Context: an optimization exercise on an open-source flow, tuned for small area. The choices shown serve that exercise and are no tape-out recipe. RTL that was checked went through simulation tests only; none was proved equivalent to the original. No activity file was given, so power comes from the tool's default toggle rates.

==> inputs of exp/onyx <==
Design apb_fir_acc, start of the top module:
module apb_fir_acc (
  input  logic                           i_clk,
  input  logic                           i_reset,
  input  logic [fir_acc_pkg::ADDR_W-1:0] i_paddr,
  input  logic [31:0]                    i_pwdata,
  input  logic                           i_pwrite,
  input  logic                           i_psel,
  input  logic                           i_penable,
  output logic [31:0]                    o_prdata,
  output logic                           o_pready,
  output logic                           o_pslverr
);
==> flow/config.mk <==
export PLATFORM = sky130hd
export DESIGN_NAME = apb_fir_acc
export DESIGN_NICKNAME = apb_fir_acc
export VERILOG_FILES = /design/flow/design.v
export SDC_FILE = /design/flow/constraint.sdc
export NUM_CORES = 4
export LEC_CHECK = 0
export CAP_MARGIN = 20
export CORE_MARGIN = 2
export CORE_UTILIZATION = 60
export CTS_CLUSTER_DIAMETER = 70
export CTS_CLUSTER_SIZE = 30
export PLACE_DENSITY = 0.7
export SLEW_MARGIN = 20
==> flow/constraint.sdc <==
create_clock -name core_clock -period 10.0 [get_ports {i_clk}]
set_input_delay 2.0000 -clock core_clock [delete_from_list [all_inputs] [get_ports {i_clk}]]
set_output_delay 2.0000 -clock core_clock [all_outputs]
set_load 0.01 [all_outputs]
run.sh (not shown) runs the stock make flow with config.mk's settings and CLKGATE_MAP_FILE= SYNTH_SCRIPT=/design/flow/synth_recipe.tcl, a recipe that flattens the netlist after the stock synthesis.
==> exp/lagoon: changes against exp/onyx <==
--- a/flow/design.v
+++ b/flow/design.v
@@ -177,14 +177,14 @@
   output logic [N-1:0] o_s
 );
   logic [N:0] c;
   assign c[0] = i_c;
   for (genvar i = 0; i < N; i++)
   begin : g_bit
-    assign o_s[i]   = (i_a[i] ^ c[i]) ^ i_b[i];
-    assign c[i+1]   = (i_a[i] & i_b[i]) | (c[i] & (i_a[i] | i_b[i]));
+    assign o_s[i]   = i_a[i] ^ i_b[i] ^ c[i];
+    assign c[i+1]   = (i_a[i] & i_b[i]) | (c[i] & (i_a[i] ^ i_b[i]));
   end
 endmodule
 module fir_inc #(parameter int N = 16) (
   input  logic [N-1:0] i_a,
   output logic [N-1:0] o_s
 );
@@ -255,22 +255,18 @@
   localparam int W    = fir_acc_pkg::ACC_W;
   localparam int WS   = W - 1;
   localparam int NDIG = fir_acc_pkg::SAMPLE_W / 2;
   logic [fir_acc_pkg::SAMPLE_W-1:0] x;
   logic [NDIG-1:0]                  neg, one, two;
   logic [fir_acc_pkg::TAP_W-1:0]    tsel [fir_acc_pkg::NMUL];
-  localparam int NC = 2;
   logic [W-1:0]  acc1, acc2, acc3, acc4, acc5;
   logic [WS-1:0] acc6, acc7;
-  logic [NC-1:0] cy1, cy2, cy3, cy4, cy5, cy6, cy7;
   logic [W-1:0]  opa0, opa1, opa2;
   logic [WS-1:0] opa3;
-  logic [NC-1:0] opc0, opc1, opc2, opc3;
   logic [W-1:0]  mac0, mac1, mac2;
   logic [WS-1:0] mac3;
-  logic [NC-1:0] macc0, macc1, macc2, macc3;
   logic          flush_q;
   logic          clear;
   logic          a_ok;
   logic          b_ok;
   logic          hold;
   logic          shift;
@@ -304,24 +300,16 @@
     end
   end
   assign opa0 = ({W{shift}} & acc2) | ({W{hold}} & acc1);
   assign opa1 = ({W{shift}} & acc4) | ({W{hold}} & acc3);
   assign opa2 = ({W{shift}} & {acc6[WS-1], acc6}) | ({W{hold}} & acc5);
   assign opa3 = {WS{hold}} & acc7;
-  assign opc0 = ({NC{shift}} & cy2) | ({NC{hold}} & cy1);
-  assign opc1 = ({NC{shift}} & cy4) | ({NC{hold}} & cy3);
-  assign opc2 = ({NC{shift}} & cy6) | ({NC{hold}} & cy5);
-  assign opc3 = {NC{hold}} & cy7;
-  fir_mac #(.W(W))  u_mac0 (.i_a(opa0), .i_ac(opc0), .i_t(tsel[0]), .i_neg(neg), .i_one(one), .i_two(two),
-                     .o_y(mac0), .o_yc(macc0));
-  fir_mac #(.W(W))  u_mac1 (.i_a(opa1), .i_ac(opc1), .i_t(tsel[1]), .i_neg(neg), .i_one(one), .i_two(two),
-                     .o_y(mac1), .o_yc(macc1));
-  fir_mac #(.W(W))  u_mac2 (.i_a(opa2), .i_ac(opc2), .i_t(tsel[2]), .i_neg(neg), .i_one(one), .i_two(two),
-                     .o_y(mac2), .o_yc(macc2));
-  fir_mac #(.W(WS)) u_mac3 (.i_a(opa3), .i_ac(opc3), .i_t(tsel[3]), .i_neg(neg), .i_one(one), .i_two(two),
-                     .o_y(mac3), .o_yc(macc3));
+  fir_mac #(.W(W))  u_mac0 (.i_a(opa0), .i_t(tsel[0]), .i_neg(neg), .i_one(one), .i_two(two), .o_y(mac0));
+  fir_mac #(.W(W))  u_mac1 (.i_a(opa1), .i_t(tsel[1]), .i_neg(neg), .i_one(one), .i_two(two), .o_y(mac1));
+  fir_mac #(.W(W))  u_mac2 (.i_a(opa2), .i_t(tsel[2]), .i_neg(neg), .i_one(one), .i_two(two), .o_y(mac2));
+  fir_mac #(.W(WS)) u_mac3 (.i_a(opa3), .i_t(tsel[3]), .i_neg(neg), .i_one(one), .i_two(two), .o_y(mac3));
   always_ff @(posedge i_clk or posedge i_reset)
   begin
     if (i_reset)
       flush_q <= 1'b0;
     else
       flush_q <= i_flush;
@@ -329,48 +317,34 @@
   always_ff @(posedge i_clk)
   begin
     acc1 <= mac0;
     acc3 <= mac1;
     acc5 <= mac2;
     acc7 <= mac3;
-    cy1  <= macc0;
-    cy3  <= macc1;
-    cy5  <= macc2;
-    cy7  <= macc3;
     if (clear)
     begin
       acc2 <= '0;
       acc4 <= '0;
       acc6 <= '0;
-      cy2  <= '0;
-      cy4  <= '0;
-      cy6  <= '0;
     end
     else if (i_ce)
     begin
       acc2 <= acc3;
       acc4 <= acc5;
       acc6 <= acc7;
-      cy2  <= cy3;
-      cy4  <= cy5;
-      cy6  <= cy7;
     end
   end
-  fir_rca #(.N(W-9)) u_res (.i_a(acc1[W-1:9]), .i_b((W-9)'({cy1[1], 8'd0, cy1[0]})), .i_c(1'b0),
-                            .o_s(o_result[W-1:9]));
-  assign o_result[8:0] = acc1[8:0];
+  assign o_result = acc1;
 endmodule
 module fir_mac #(parameter int W = fir_acc_pkg::ACC_W) (
   input  logic [W-1:0]                       i_a,
-  input  logic [1:0]                         i_ac,
   input  logic [fir_acc_pkg::TAP_W-1:0]      i_t,
   input  logic [fir_acc_pkg::SAMPLE_W/2-1:0] i_neg,
   input  logic [fir_acc_pkg::SAMPLE_W/2-1:0] i_one,
   input  logic [fir_acc_pkg::SAMPLE_W/2-1:0] i_two,
-  output logic [W-1:0]                       o_y,
-  output logic [1:0]                         o_yc
+  output logic [W-1:0]                       o_y
 );
   localparam int TW   = fir_acc_pkg::TAP_W;
   localparam int NDIG = fir_acc_pkg::SAMPLE_W / 2;
   localparam logic [W-1:0] K = W'(-32'sh555000);
   logic [W-1:0] row [NDIG];
   logic [W-1:0] krow;
@@ -390,52 +364,14 @@
       row[j] = W'(pp) << (2*j);
       if (j > 0)
         row[j][2*j-2] = i_neg[j-1];
     end
     krow = K;
     krow[2*NDIG-2] = i_neg[NDIG-1];
-    krow[9]  = i_ac[0];
-    krow[18] = i_ac[1];
   end
-  logic [W-1:0] s1, c1, s2, c2, s3, c3, s4, c4, s5, c5, s6, c6;
-  fir_csa #(.N(W)) u_csa1 (.i_a(i_a),  .i_b(row[0]), .i_c(row[1]), .o_s(s1), .o_c(c1));
-  fir_csa #(.N(W)) u_csa2 (.i_a(row[2]), .i_b(row[3]), .i_c(row[4]), .o_s(s2), .o_c(c2));
-  fir_csa #(.N(W)) u_csa3 (.i_a(s1), .i_b(c1), .i_c(s2), .o_s(s3), .o_c(c3));
-  fir_csa #(.N(W)) u_csa4 (.i_a(c2), .i_b(row[5]), .i_c(krow), .o_s(s4), .o_c(c4));
-  fir_csa #(.N(W)) u_csa5 (.i_a(s3), .i_b(c3), .i_c(s4), .o_s(s5), .o_c(c5));
-  fir_csa #(.N(W)) u_csa6 (.i_a(s5), .i_b(c5), .i_c(c4), .o_s(s6), .o_c(c6));
-  fir_rca_co #(.N(9))    u_cpa0 (.i_a(s6[8:0]),    .i_b(c6[8:0]),    .o_s(o_y[8:0]),    .o_c(o_yc[0]));
-  fir_rca_co #(.N(9))    u_cpa1 (.i_a(s6[17:9]),   .i_b(c6[17:9]),   .o_s(o_y[17:9]),   .o_c(o_yc[1]));
-  fir_rca #(.N(W-18))    u_cpa2 (.i_a(s6[W-1:18]), .i_b(c6[W-1:18]), .i_c(1'b0), .o_s(o_y[W-1:18]));
-endmodule
-module fir_csa #(parameter int N = 26) (
-  input  logic [N-1:0] i_a,
-  input  logic [N-1:0] i_b,
-  input  logic [N-1:0] i_c,
-  output logic [N-1:0] o_s,
-  output logic [N-1:0] o_c
-);
-  logic [N-1:0] maj;
-  assign o_s = (i_a ^ i_c) ^ i_b;
-  assign maj = (i_a & i_b) | (i_c & (i_a | i_b));
-  assign o_c = {maj[N-2:0], 1'b0};
-endmodule
-module fir_rca_co #(parameter int N = 9) (
-  input  logic [N-1:0] i_a,
-  input  logic [N-1:0] i_b,
-  output logic [N-1:0] o_s,
-  output logic         o_c
-);
-  logic [N:0] c;
-  assign c[0] = 1'b0;
-  for (genvar i = 0; i < N; i++)
-  begin : g_bit
-    assign o_s[i]   = (i_a[i] ^ c[i]) ^ i_b[i];
-    assign c[i+1]   = (i_a[i] & i_b[i]) | (c[i] & (i_a[i] | i_b[i]));
-  end
-  assign o_c = c[N];
+  assign o_y = i_a + row[0] + row[1] + row[2] + row[3] + row[4] + row[5] + krow;
 endmodule
 `timescale 1ns/1ps
 module result_fifo (
   input  logic                            i_clk,
   input  logic                            i_reset,
   input  logic                            i_step,
Settings changed: ABC_AREA from default to 1, CORE_UTILIZATION 60 to 40, CTS_CLUSTER_DIAMETER 70 to default, CTS_CLUSTER_SIZE 30 to default, PLACE_DENSITY 0.7 to 0.6.
==> notes <==
Between exp/onyx and exp/lagoon, the lower register-to-register slack is in exp/onyx (gap 0.36 ns). In exp/lagoon the first-iteration DRC count is higher than in exp/onyx, by about 8%. Between exp/lagoon and exp/onyx, the lower setup slack is in exp/onyx (gap 0.27 ns). Between exp/lagoon and exp/onyx, the lower sequential share of layout area is in exp/lagoon (gap 2.8 points). Final cell count: exp/onyx is lower than exp/lagoon (about 26%). In exp/onyx the fmax is smaller than in exp/lagoon, by 2.9%.
==> figures <==
| item | exp/lagoon | exp/onyx |
|---|---|---|
| Largest net degree at the start of global routing | 80 | 97 |
| Run status | no timing/DRC/antenna violations | no timing/DRC/antenna violations |
| Clock network fraction of total power | 35.9% | 31.1% |
| Overall die width | 360 microns | 290 microns |
| Core ar. | 0.126 sq mm | 0.0807 sq mm |
| Die height | 360 microns | 290 microns |
| Synth Register Bits | 789 | 803 |
| Sequential area share after synthesis | 39.5% | 41.5% |
| Cell area after placement | 0.0528 sq mm | 0.0506 sq mm |
| Clock distribution power | 3360 uW | 2410 uW |
| Drt first-iter violations | 3,893 | 3,615 |
| Area share of the leading cell type in the synthesized netlist | 24.6% | 25.5% |
| Sequential share of power | 41.7% | 49.8% |
| Slew headroom | 18.7% | 19.6% |

========
==> inputs of branch maple <==
apb_fir_acc, a different RTL version from the one above (not shown whole).
make LEC_CHECK=0 CAP_MARGIN=20 CORE_MARGIN=2 CORE_UTILIZATION=40 CTS_CLUSTER_DIAMETER=70 CTS_CLUSTER_SIZE=30 PLACE_DENSITY=0.6 SLEW_MARGIN=20 finish   # period 10.0 ns
==> branch cedar (differences from branch maple) <==
--- a/flow/design.v
+++ b/flow/design.v
@@ -59,30 +59,22 @@
   logic [31:0]                                              count;
   logic                                                     res_big;
   logic [31:0]                                              count_inc;
   fir_inc #(.N(32)) u_count_inc (.i_a(count), .o_s(count_inc));
   assign waddr     = i_paddr[fir_acc_pkg::WADDR_W+1:2];
   assign wr_access = i_psel & i_penable & i_pwrite;
   assign rd_access = i_psel & i_penable & ~i_pwrite;
-  logic setup_sample;
-  always_ff @(posedge i_clk or posedge i_reset)
-  begin
-    if (i_reset)
-      setup_sample <= 1'b0;
-    else
-      setup_sample <= i_psel & ~i_penable & i_pwrite & (waddr == fir_acc_pkg::ADDR_SAMPLE);
-  end
   assign o_sample_acc = wr_access & (waddr == fir_acc_pkg::ADDR_SAMPLE);
   assign o_pop = rd_access & (waddr == fir_acc_pkg::ADDR_RESULT);
   always_ff @(posedge i_clk or posedge i_reset)
   begin
     if (i_reset)
       sample_wr <= 1'b0;
     else
-      sample_wr <= wr_access & (waddr == fir_acc_pkg::ADDR_SAMPLE);
+      sample_wr <= o_sample_acc;
   end
   always_ff @(posedge i_clk)
   begin
     if (i_init)
     begin
       taps   <= '0;
       ntaps  <= fir_acc_pkg::NTAPS_W'(fir_acc_pkg::MAX_TAPS);
@@ -184,16 +176,16 @@
   input  logic         i_c,
   output logic [N-1:0] o_s
 );
   logic [N:0] c;
   assign c[0] = i_c;
   for (genvar i = 0; i < N; i++)
   begin : g_bit
-    assign o_s[i]   = (i_a[i] ^ c[i]) ^ i_b[i];
-    assign c[i+1]   = (i_a[i] & i_b[i]) | (c[i] & (i_a[i] | i_b[i]));
+    assign o_s[i]   = i_a[i] ^ i_b[i] ^ c[i];
+    assign c[i+1]   = (i_a[i] & i_b[i]) | (c[i] & (i_a[i] ^ i_b[i]));
   end
 endmodule
 module fir_inc #(parameter int N = 16) (
   input  logic [N-1:0] i_a,
   output logic [N-1:0] o_s
 );
   logic [N:0] c;
@@ -262,24 +254,20 @@
 );
   localparam int W    = fir_acc_pkg::ACC_W;
   localparam int WS   = W - 1;
   localparam int NDIG = fir_acc_pkg::SAMPLE_W / 2;
   logic [fir_acc_pkg::SAMPLE_W-1:0] x;
   logic [NDIG-1:0]                  neg, one, two;
   logic [fir_acc_pkg::TAP_W-1:0]    tsel [fir_acc_pkg::NMUL];
-  localparam int NC = 2;
   logic [W-1:0]  acc1, acc2, acc3, acc4, acc5;
   logic [WS-1:0] acc6, acc7;
-  logic [NC-1:0] cy1, cy2, cy3, cy4, cy5, cy6, cy7;
   logic [W-1:0]  opa0, opa1, opa2;
   logic [WS-1:0] opa3;
-  logic [NC-1:0] opc0, opc1, opc2, opc3;
   logic [W-1:0]  mac0, mac1, mac2;
   logic [WS-1:0] mac3;
-  logic [NC-1:0] macc0, macc1, macc2, macc3;
   logic          flush_q;
   logic          clear;
   logic          a_ok;
   logic          b_ok;
   logic          hold;
   logic          shift;
   assign clear = (flush_q & ~i_flush) | i_init;
@@ -311,75 +299,53 @@
         tsel[m] = (2*m   < i_cfg_ntaps) ? i_cfg_taps[2*m]   : '0;
     end
   end
   assign opa0 = ({W{shift}} & acc2) | ({W{hold}} & acc1);
   assign opa1 = ({W{shift}} & acc4) | ({W{hold}} & acc3);
   assign opa2 = ({W{shift}} & {acc6[WS-1], acc6}) | ({W{hold}} & acc5);
   assign opa3 = {WS{hold}} & acc7;
-  assign opc0 = ({NC{shift}} & cy2) | ({NC{hold}} & cy1);
-  assign opc1 = ({NC{shift}} & cy4) | ({NC{hold}} & cy3);
-  assign opc2 = ({NC{shift}} & cy6) | ({NC{hold}} & cy5);
-  assign opc3 = {NC{hold}} & cy7;
-  fir_mac #(.W(W))  u_mac0 (.i_a(opa0), .i_ac(opc0), .i_t(tsel[0]), .i_neg(neg), .i_one(one), .i_two(two),
-                     .o_y(mac0), .o_yc(macc0));
-  fir_mac #(.W(W))  u_mac1 (.i_a(opa1), .i_ac(opc1), .i_t(tsel[1]), .i_neg(neg), .i_one(one), .i_two(two),
-                     .o_y(mac1), .o_yc(macc1));
-  fir_mac #(.W(W))  u_mac2 (.i_a(opa2), .i_ac(opc2), .i_t(tsel[2]), .i_neg(neg), .i_one(one), .i_two(two),
-                     .o_y(mac2), .o_yc(macc2));
-  fir_mac #(.W(WS)) u_mac3 (.i_a(opa3), .i_ac(opc3), .i_t(tsel[3]), .i_neg(neg), .i_one(one), .i_two(two),
-                     .o_y(mac3), .o_yc(macc3));
+  fir_mac #(.W(W))  u_mac0 (.i_a(opa0), .i_t(tsel[0]), .i_neg(neg), .i_one(one), .i_two(two), .o_y(mac0));
+  fir_mac #(.W(W))  u_mac1 (.i_a(opa1), .i_t(tsel[1]), .i_neg(neg), .i_one(one), .i_two(two), .o_y(mac1));
+  fir_mac #(.W(W))  u_mac2 (.i_a(opa2), .i_t(tsel[2]), .i_neg(neg), .i_one(one), .i_two(two), .o_y(mac2));
+  fir_mac #(.W(WS)) u_mac3 (.i_a(opa3), .i_t(tsel[3]), .i_neg(neg), .i_one(one), .i_two(two), .o_y(mac3));
   always_ff @(posedge i_clk or posedge i_reset)
   begin
     if (i_reset)
       flush_q <= 1'b0;
     else
       flush_q <= i_flush;
   end
   always_ff @(posedge i_clk)
   begin
     acc1 <= mac0;
     acc3 <= mac1;
     acc5 <= mac2;
     acc7 <= mac3;
-    cy1  <= macc0;
-    cy3  <= macc1;
-    cy5  <= macc2;
-    cy7  <= macc3;
     if (clear)
     begin
       acc2 <= '0;
       acc4 <= '0;
       acc6 <= '0;
-      cy2  <= '0;
-      cy4  <= '0;
-      cy6  <= '0;
     end
     else if (i_ce)
     begin
       acc2 <= acc3;
       acc4 <= acc5;
       acc6 <= acc7;
-      cy2  <= cy3;
-      cy4  <= cy5;
-      cy6  <= cy7;
     end
   end
-  fir_rca #(.N(W-9)) u_res (.i_a(acc1[W-1:9]), .i_b((W-9)'({cy1[1], 8'd0, cy1[0]})), .i_c(1'b0),
-                            .o_s(o_result[W-1:9]));
-  assign o_result[8:0] = acc1[8:0];
+  assign o_result = acc1;
 endmodule
 module fir_mac #(parameter int W = fir_acc_pkg::ACC_W) (
   input  logic [W-1:0]                       i_a,
-  input  logic [1:0]                         i_ac,
   input  logic [fir_acc_pkg::TAP_W-1:0]      i_t,
   input  logic [fir_acc_pkg::SAMPLE_W/2-1:0] i_neg,
   input  logic [fir_acc_pkg::SAMPLE_W/2-1:0] i_one,
   input  logic [fir_acc_pkg::SAMPLE_W/2-1:0] i_two,
-  output logic [W-1:0]                       o_y,
-  output logic [1:0]                         o_yc
+  output logic [W-1:0]                       o_y
 );
   localparam int TW   = fir_acc_pkg::TAP_W;
   localparam int NDIG = fir_acc_pkg::SAMPLE_W / 2;
   localparam logic [W-1:0] K = W'(-32'sh555000);
   logic [W-1:0] row [NDIG];
   logic [W-1:0] krow;
   always_comb
@@ -397,54 +363,16 @@
       pp[TW] = ~pp[TW];
       row[j] = W'(pp) << (2*j);
       if (j > 0)
         row[j][2*j-2] = i_neg[j-1];
     end
     krow = K;
     krow[2*NDIG-2] = i_neg[NDIG-1];
-    krow[9]  = i_ac[0];
-    krow[18] = i_ac[1];
-  end
-  logic [W-1:0] s1, c1, s2, c2, s3, c3, s4, c4, s5, c5, s6, c6;
-  fir_csa #(.N(W)) u_csa1 (.i_a(i_a),  .i_b(row[0]), .i_c(row[1]), .o_s(s1), .o_c(c1));
-  fir_csa #(.N(W)) u_csa2 (.i_a(row[2]), .i_b(row[3]), .i_c(row[4]), .o_s(s2), .o_c(c2));
-  fir_csa #(.N(W)) u_csa3 (.i_a(s1), .i_b(c1), .i_c(s2), .o_s(s3), .o_c(c3));
-  fir_csa #(.N(W)) u_csa4 (.i_a(c2), .i_b(row[5]), .i_c(krow), .o_s(s4), .o_c(c4));
-  fir_csa #(.N(W)) u_csa5 (.i_a(s3), .i_b(c3), .i_c(s4), .o_s(s5), .o_c(c5));
-  fir_csa #(.N(W)) u_csa6 (.i_a(s5), .i_b(c5), .i_c(c4), .o_s(s6), .o_c(c6));
-  fir_rca_co #(.N(9))    u_cpa0 (.i_a(s6[8:0]),    .i_b(c6[8:0]),    .o_s(o_y[8:0]),    .o_c(o_yc[0]));
-  fir_rca_co #(.N(9))    u_cpa1 (.i_a(s6[17:9]),   .i_b(c6[17:9]),   .o_s(o_y[17:9]),   .o_c(o_yc[1]));
-  fir_rca #(.N(W-18))    u_cpa2 (.i_a(s6[W-1:18]), .i_b(c6[W-1:18]), .i_c(1'b0), .o_s(o_y[W-1:18]));
-endmodule
-module fir_csa #(parameter int N = 26) (
-  input  logic [N-1:0] i_a,
-  input  logic [N-1:0] i_b,
-  input  logic [N-1:0] i_c,
-  output logic [N-1:0] o_s,
-  output logic [N-1:0] o_c
-);
-  logic [N-1:0] maj;
-  assign o_s = (i_a ^ i_c) ^ i_b;
-  assign maj = (i_a & i_b) | (i_c & (i_a | i_b));
-  assign o_c = {maj[N-2:0], 1'b0};
-endmodule
-module fir_rca_co #(parameter int N = 9) (
-  input  logic [N-1:0] i_a,
-  input  logic [N-1:0] i_b,
-  output logic [N-1:0] o_s,
-  output logic         o_c
-);
-  logic [N:0] c;
-  assign c[0] = 1'b0;
-  for (genvar i = 0; i < N; i++)
-  begin : g_bit
-    assign o_s[i]   = (i_a[i] ^ c[i]) ^ i_b[i];
-    assign c[i+1]   = (i_a[i] & i_b[i]) | (c[i] & (i_a[i] | i_b[i]));
   end
-  assign o_c = c[N];
+  assign o_y = i_a + row[0] + row[1] + row[2] + row[3] + row[4] + row[5] + krow;
 endmodule
 `timescale 1ns/1ps
 module result_fifo (
   input  logic                            i_clk,
   input  logic                            i_reset,
   input  logic                            i_step,
   input  logic [fir_acc_pkg::ACC_W-1:0]   i_data,
Settings changed: CORE_UTILIZATION 40 to 60, PLACE_DENSITY 0.6 to 0.7.
==> branch ember (differences from branch maple) <==
--- a/flow/design.v
+++ b/flow/design.v
@@ -59,30 +59,22 @@
   logic [31:0]                                              count;
   logic                                                     res_big;
   logic [31:0]                                              count_inc;
   fir_inc #(.N(32)) u_count_inc (.i_a(count), .o_s(count_inc));
   assign waddr     = i_paddr[fir_acc_pkg::WADDR_W+1:2];
   assign wr_access = i_psel & i_penable & i_pwrite;
   assign rd_access = i_psel & i_penable & ~i_pwrite;
-  logic setup_sample;
-  always_ff @(posedge i_clk or posedge i_reset)
-  begin
-    if (i_reset)
-      setup_sample <= 1'b0;
-    else
-      setup_sample <= i_psel & ~i_penable & i_pwrite & (waddr == fir_acc_pkg::ADDR_SAMPLE);
-  end
   assign o_sample_acc = wr_access & (waddr == fir_acc_pkg::ADDR_SAMPLE);
   assign o_pop = rd_access & (waddr == fir_acc_pkg::ADDR_RESULT);
   always_ff @(posedge i_clk or posedge i_reset)
   begin
     if (i_reset)
       sample_wr <= 1'b0;
     else
-      sample_wr <= wr_access & (waddr == fir_acc_pkg::ADDR_SAMPLE);
+      sample_wr <= o_sample_acc;
   end
   always_ff @(posedge i_clk)
   begin
     if (i_init)
     begin
       taps   <= '0;
       ntaps  <= fir_acc_pkg::NTAPS_W'(fir_acc_pkg::MAX_TAPS);
@@ -184,16 +176,16 @@
   input  logic         i_c,
   output logic [N-1:0] o_s
 );
   logic [N:0] c;
   assign c[0] = i_c;
   for (genvar i = 0; i < N; i++)
   begin : g_bit
-    assign o_s[i]   = (i_a[i] ^ c[i]) ^ i_b[i];
-    assign c[i+1]   = (i_a[i] & i_b[i]) | (c[i] & (i_a[i] | i_b[i]));
+    assign o_s[i]   = i_a[i] ^ i_b[i] ^ c[i];
+    assign c[i+1]   = (i_a[i] & i_b[i]) | (c[i] & (i_a[i] ^ i_b[i]));
   end
 endmodule
 module fir_inc #(parameter int N = 16) (
   input  logic [N-1:0] i_a,
   output logic [N-1:0] o_s
 );
   logic [N:0] c;
@@ -262,24 +254,20 @@
 );
   localparam int W    = fir_acc_pkg::ACC_W;
   localparam int WS   = W - 1;
   localparam int NDIG = fir_acc_pkg::SAMPLE_W / 2;
   logic [fir_acc_pkg::SAMPLE_W-1:0] x;
   logic [NDIG-1:0]                  neg, one, two;
   logic [fir_acc_pkg::TAP_W-1:0]    tsel [fir_acc_pkg::NMUL];
-  localparam int NC = 2;
   logic [W-1:0]  acc1, acc2, acc3, acc4, acc5;
   logic [WS-1:0] acc6, acc7;
-  logic [NC-1:0] cy1, cy2, cy3, cy4, cy5, cy6, cy7;
   logic [W-1:0]  opa0, opa1, opa2;
   logic [WS-1:0] opa3;
-  logic [NC-1:0] opc0, opc1, opc2, opc3;
   logic [W-1:0]  mac0, mac1, mac2;
   logic [WS-1:0] mac3;
-  logic [NC-1:0] macc0, macc1, macc2, macc3;
   logic          flush_q;
   logic          clear;
   logic          a_ok;
   logic          b_ok;
   logic          hold;
   logic          shift;
   assign clear = (flush_q & ~i_flush) | i_init;
@@ -311,75 +299,53 @@
         tsel[m] = (2*m   < i_cfg_ntaps) ? i_cfg_taps[2*m]   : '0;
     end
   end
   assign opa0 = ({W{shift}} & acc2) | ({W{hold}} & acc1);
   assign opa1 = ({W{shift}} & acc4) | ({W{hold}} & acc3);
   assign opa2 = ({W{shift}} & {acc6[WS-1], acc6}) | ({W{hold}} & acc5);
   assign opa3 = {WS{hold}} & acc7;
-  assign opc0 = ({NC{shift}} & cy2) | ({NC{hold}} & cy1);
-  assign opc1 = ({NC{shift}} & cy4) | ({NC{hold}} & cy3);
-  assign opc2 = ({NC{shift}} & cy6) | ({NC{hold}} & cy5);
-  assign opc3 = {NC{hold}} & cy7;
-  fir_mac #(.W(W))  u_mac0 (.i_a(opa0), .i_ac(opc0), .i_t(tsel[0]), .i_neg(neg), .i_one(one), .i_two(two),
-                     .o_y(mac0), .o_yc(macc0));
-  fir_mac #(.W(W))  u_mac1 (.i_a(opa1), .i_ac(opc1), .i_t(tsel[1]), .i_neg(neg), .i_one(one), .i_two(two),
-                     .o_y(mac1), .o_yc(macc1));
-  fir_mac #(.W(W))  u_mac2 (.i_a(opa2), .i_ac(opc2), .i_t(tsel[2]), .i_neg(neg), .i_one(one), .i_two(two),
-                     .o_y(mac2), .o_yc(macc2));
-  fir_mac #(.W(WS)) u_mac3 (.i_a(opa3), .i_ac(opc3), .i_t(tsel[3]), .i_neg(neg), .i_one(one), .i_two(two),
-                     .o_y(mac3), .o_yc(macc3));
+  fir_mac #(.W(W))  u_mac0 (.i_a(opa0), .i_t(tsel[0]), .i_neg(neg), .i_one(one), .i_two(two), .o_y(mac0));
+  fir_mac #(.W(W))  u_mac1 (.i_a(opa1), .i_t(tsel[1]), .i_neg(neg), .i_one(one), .i_two(two), .o_y(mac1));
+  fir_mac #(.W(W))  u_mac2 (.i_a(opa2), .i_t(tsel[2]), .i_neg(neg), .i_one(one), .i_two(two), .o_y(mac2));
+  fir_mac #(.W(WS)) u_mac3 (.i_a(opa3), .i_t(tsel[3]), .i_neg(neg), .i_one(one), .i_two(two), .o_y(mac3));
   always_ff @(posedge i_clk or posedge i_reset)
   begin
     if (i_reset)
       flush_q <= 1'b0;
     else
       flush_q <= i_flush;
   end
   always_ff @(posedge i_clk)
   begin
     acc1 <= mac0;
     acc3 <= mac1;
     acc5 <= mac2;
     acc7 <= mac3;
-    cy1  <= macc0;
-    cy3  <= macc1;
-    cy5  <= macc2;
-    cy7  <= macc3;
     if (clear)
     begin
       acc2 <= '0;
       acc4 <= '0;
       acc6 <= '0;
-      cy2  <= '0;
-      cy4  <= '0;
-      cy6  <= '0;
     end
     else if (i_ce)
     begin
       acc2 <= acc3;
       acc4 <= acc5;
       acc6 <= acc7;
-      cy2  <= cy3;
-      cy4  <= cy5;
-      cy6  <= cy7;
     end
   end
-  fir_rca #(.N(W-9)) u_res (.i_a(acc1[W-1:9]), .i_b((W-9)'({cy1[1], 8'd0, cy1[0]})), .i_c(1'b0),
-                            .o_s(o_result[W-1:9]));
-  assign o_result[8:0] = acc1[8:0];
+  assign o_result = acc1;
 endmodule
 module fir_mac #(parameter int W = fir_acc_pkg::ACC_W) (
   input  logic [W-1:0]                       i_a,
-  input  logic [1:0]                         i_ac,
   input  logic [fir_acc_pkg::TAP_W-1:0]      i_t,
   input  logic [fir_acc_pkg::SAMPLE_W/2-1:0] i_neg,
   input  logic [fir_acc_pkg::SAMPLE_W/2-1:0] i_one,
   input  logic [fir_acc_pkg::SAMPLE_W/2-1:0] i_two,
-  output logic [W-1:0]                       o_y,
-  output logic [1:0]                         o_yc
+  output logic [W-1:0]                       o_y
 );
   localparam int TW   = fir_acc_pkg::TAP_W;
   localparam int NDIG = fir_acc_pkg::SAMPLE_W / 2;
   localparam logic [W-1:0] K = W'(-32'sh555000);
   logic [W-1:0] row [NDIG];
   logic [W-1:0] krow;
   always_comb
@@ -397,54 +363,16 @@
       pp[TW] = ~pp[TW];
       row[j] = W'(pp) << (2*j);
       if (j > 0)
         row[j][2*j-2] = i_neg[j-1];
     end
     krow = K;
     krow[2*NDIG-2] = i_neg[NDIG-1];
-    krow[9]  = i_ac[0];
-    krow[18] = i_ac[1];
-  end
-  logic [W-1:0] s1, c1, s2, c2, s3, c3, s4, c4, s5, c5, s6, c6;
-  fir_csa #(.N(W)) u_csa1 (.i_a(i_a),  .i_b(row[0]), .i_c(row[1]), .o_s(s1), .o_c(c1));
-  fir_csa #(.N(W)) u_csa2 (.i_a(row[2]), .i_b(row[3]), .i_c(row[4]), .o_s(s2), .o_c(c2));
-  fir_csa #(.N(W)) u_csa3 (.i_a(s1), .i_b(c1), .i_c(s2), .o_s(s3), .o_c(c3));
-  fir_csa #(.N(W)) u_csa4 (.i_a(c2), .i_b(row[5]), .i_c(krow), .o_s(s4), .o_c(c4));
-  fir_csa #(.N(W)) u_csa5 (.i_a(s3), .i_b(c3), .i_c(s4), .o_s(s5), .o_c(c5));
-  fir_csa #(.N(W)) u_csa6 (.i_a(s5), .i_b(c5), .i_c(c4), .o_s(s6), .o_c(c6));
-  fir_rca_co #(.N(9))    u_cpa0 (.i_a(s6[8:0]),    .i_b(c6[8:0]),    .o_s(o_y[8:0]),    .o_c(o_yc[0]));
-  fir_rca_co #(.N(9))    u_cpa1 (.i_a(s6[17:9]),   .i_b(c6[17:9]),   .o_s(o_y[17:9]),   .o_c(o_yc[1]));
-  fir_rca #(.N(W-18))    u_cpa2 (.i_a(s6[W-1:18]), .i_b(c6[W-1:18]), .i_c(1'b0), .o_s(o_y[W-1:18]));
-endmodule
-module fir_csa #(parameter int N = 26) (
-  input  logic [N-1:0] i_a,
-  input  logic [N-1:0] i_b,
-  input  logic [N-1:0] i_c,
-  output logic [N-1:0] o_s,
-  output logic [N-1:0] o_c
-);
-  logic [N-1:0] maj;
-  assign o_s = (i_a ^ i_c) ^ i_b;
-  assign maj = (i_a & i_b) | (i_c & (i_a | i_b));
-  assign o_c = {maj[N-2:0], 1'b0};
-endmodule
-module fir_rca_co #(parameter int N = 9) (
-  input  logic [N-1:0] i_a,
-  input  logic [N-1:0] i_b,
-  output logic [N-1:0] o_s,
-  output logic         o_c
-);
-  logic [N:0] c;
-  assign c[0] = 1'b0;
-  for (genvar i = 0; i < N; i++)
-  begin : g_bit
-    assign o_s[i]   = (i_a[i] ^ c[i]) ^ i_b[i];
-    assign c[i+1]   = (i_a[i] & i_b[i]) | (c[i] & (i_a[i] | i_b[i]));
   end
-  assign o_c = c[N];
+  assign o_y = i_a + row[0] + row[1] + row[2] + row[3] + row[4] + row[5] + krow;
 endmodule
 `timescale 1ns/1ps
 module result_fifo (
   input  logic                            i_clk,
   input  logic                            i_reset,
   input  logic                            i_step,
   input  logic [fir_acc_pkg::ACC_W-1:0]   i_data,
Settings changed: CTS_CLUSTER_DIAMETER 70 to default, CTS_CLUSTER_SIZE 30 to default.
==> impl_metrics.env <==
export IMPL_final_area_um2=53500
export IMPL_grt_pass1_vias=33400
export IMPL_status="no timing/DRC/antenna violations"
export IMPL_grtUsageTotal=0.220
export IMPL_vias=33200
export IMPL_r2r_cells=27
export IMPL_wl_um=135000
export IMPL_grt_pass1_wl_um=207000
export IMPL_yosys_cell_types_count=75
export IMPL_die_h_um=351
export IMPL_die_area_um2=123000
export IMPL_n_sequential_cell=803
export IMPL_core_area_um2=120000
export IMPL_wl_per_cell_um=22.8
export IMPL_postPlaceCellArea_um2=51300
export IMPL_dp_slack_ns=-0.0480
export IMPL_die_w_um=351
export IMPL_seqAreaFraction=0.380
export IMPL_layout_nets=4882
The numbers above come from branch maple.

==> impl_metrics.env <==
export IMPL_dp_slack_ns=0.519
export IMPL_n_sequential_cell=789
export IMPL_grt_pass1_wl_um=207000
export IMPL_grtUsageTotal=0.314
export IMPL_seqAreaFraction=0.377
export IMPL_core_area_um2=82100
export IMPL_grt_pass1_vias=35100
export IMPL_status="no timing/DRC/antenna violations"
export IMPL_layout_nets=5078
export IMPL_r2r_cells=26
export IMPL_vias=35600
The numbers above come from branch cedar.

==> impl_metrics.env <==
export IMPL_p_leak_nw=21.2
export IMPL_grt_pass1_wl_um=217000
export IMPL_layout_nets=5124
export IMPL_wl_per_cell_um=22.7
export IMPL_core_area_um2=124000
export IMPL_n_sequential_cell=789
export IMPL_cp_data_required_time_ns=10.58
export IMPL_pwr_share_clk=0.365
export IMPL_postPlaceCellArea_um2=52200
export IMPL_final_area_um2=55200
export IMPL_status="no timing/DRC/antenna violations"
export IMPL_yosys_cell_types_count=84
export IMPL_vias=35700
export IMPL_die_w_um=357
export IMPL_dp_slack_ns=0.277
export IMPL_r2r_cells=27
export IMPL_grt_pass1_vias=35000
export IMPL_grtUsageTotal=0.220
The numbers above come from branch ember.

Only the layout flow was run in branch maple; the RTL was not checked for function there.

-- separate check: timing with driven ports --
In the flow no input, the clock included, has a driving cell. The finished layouts below were timed again as built, in two steps.
Step 1, drivers: a clkbuf_16 drives i_clk and a buf_2 each remaining input, both assumed.
Step 2 times the ports against the registers' clock, not the clock port: input delays grow and output delays shrink by t, the midpoint of the rising clock arrivals with the driver on.
Three values: no drivers, after step 1, after step 2; two values: the first two.
| run | t (ns) | setup WS [ns] | hold WS [ns] | clock arrival spread, ns | slew at the worst register clock pin (ns) |
|---|---|---|---|---|---|
| exp/onyx | 0.712 | 0.623 / 0.663 / -0.050 | 0.465 / 0.465 / 0.465 | 0.044 / 0.045 | 0.12 / 0.12 |
| exp/lagoon | 0.718 | 0.894 / 0.868 / 0.230 | 0.463 / 0.463 / 0.463 | 0.061 / 0.061 | 0.07 / 0.07 |
| branch maple | 0.760 | 0.642 / 0.670 / -0.090 | 0.453 / 0.453 / 0.453 | 0.096 / 0.096 | 0.11 / 0.11 |
| branch cedar | 0.729 | 0.948 / 0.996 / 0.267 | 0.458 / 0.458 / 0.458 | 0.065 / 0.066 | 0.12 / 0.12 |
| branch ember | 0.732 | 0.841 / 0.879 / 0.147 | 0.452 / 0.452 / 0.452 | 0.049 / 0.050 | 0.07 / 0.07 |
With both steps, setup timing fails in exp/onyx and branch maple, where it was met with ideal ports. For branch maple, which loses most, drivers alone change the setup slack by +0.028 ns; drivers and shift together by -0.732 ns.
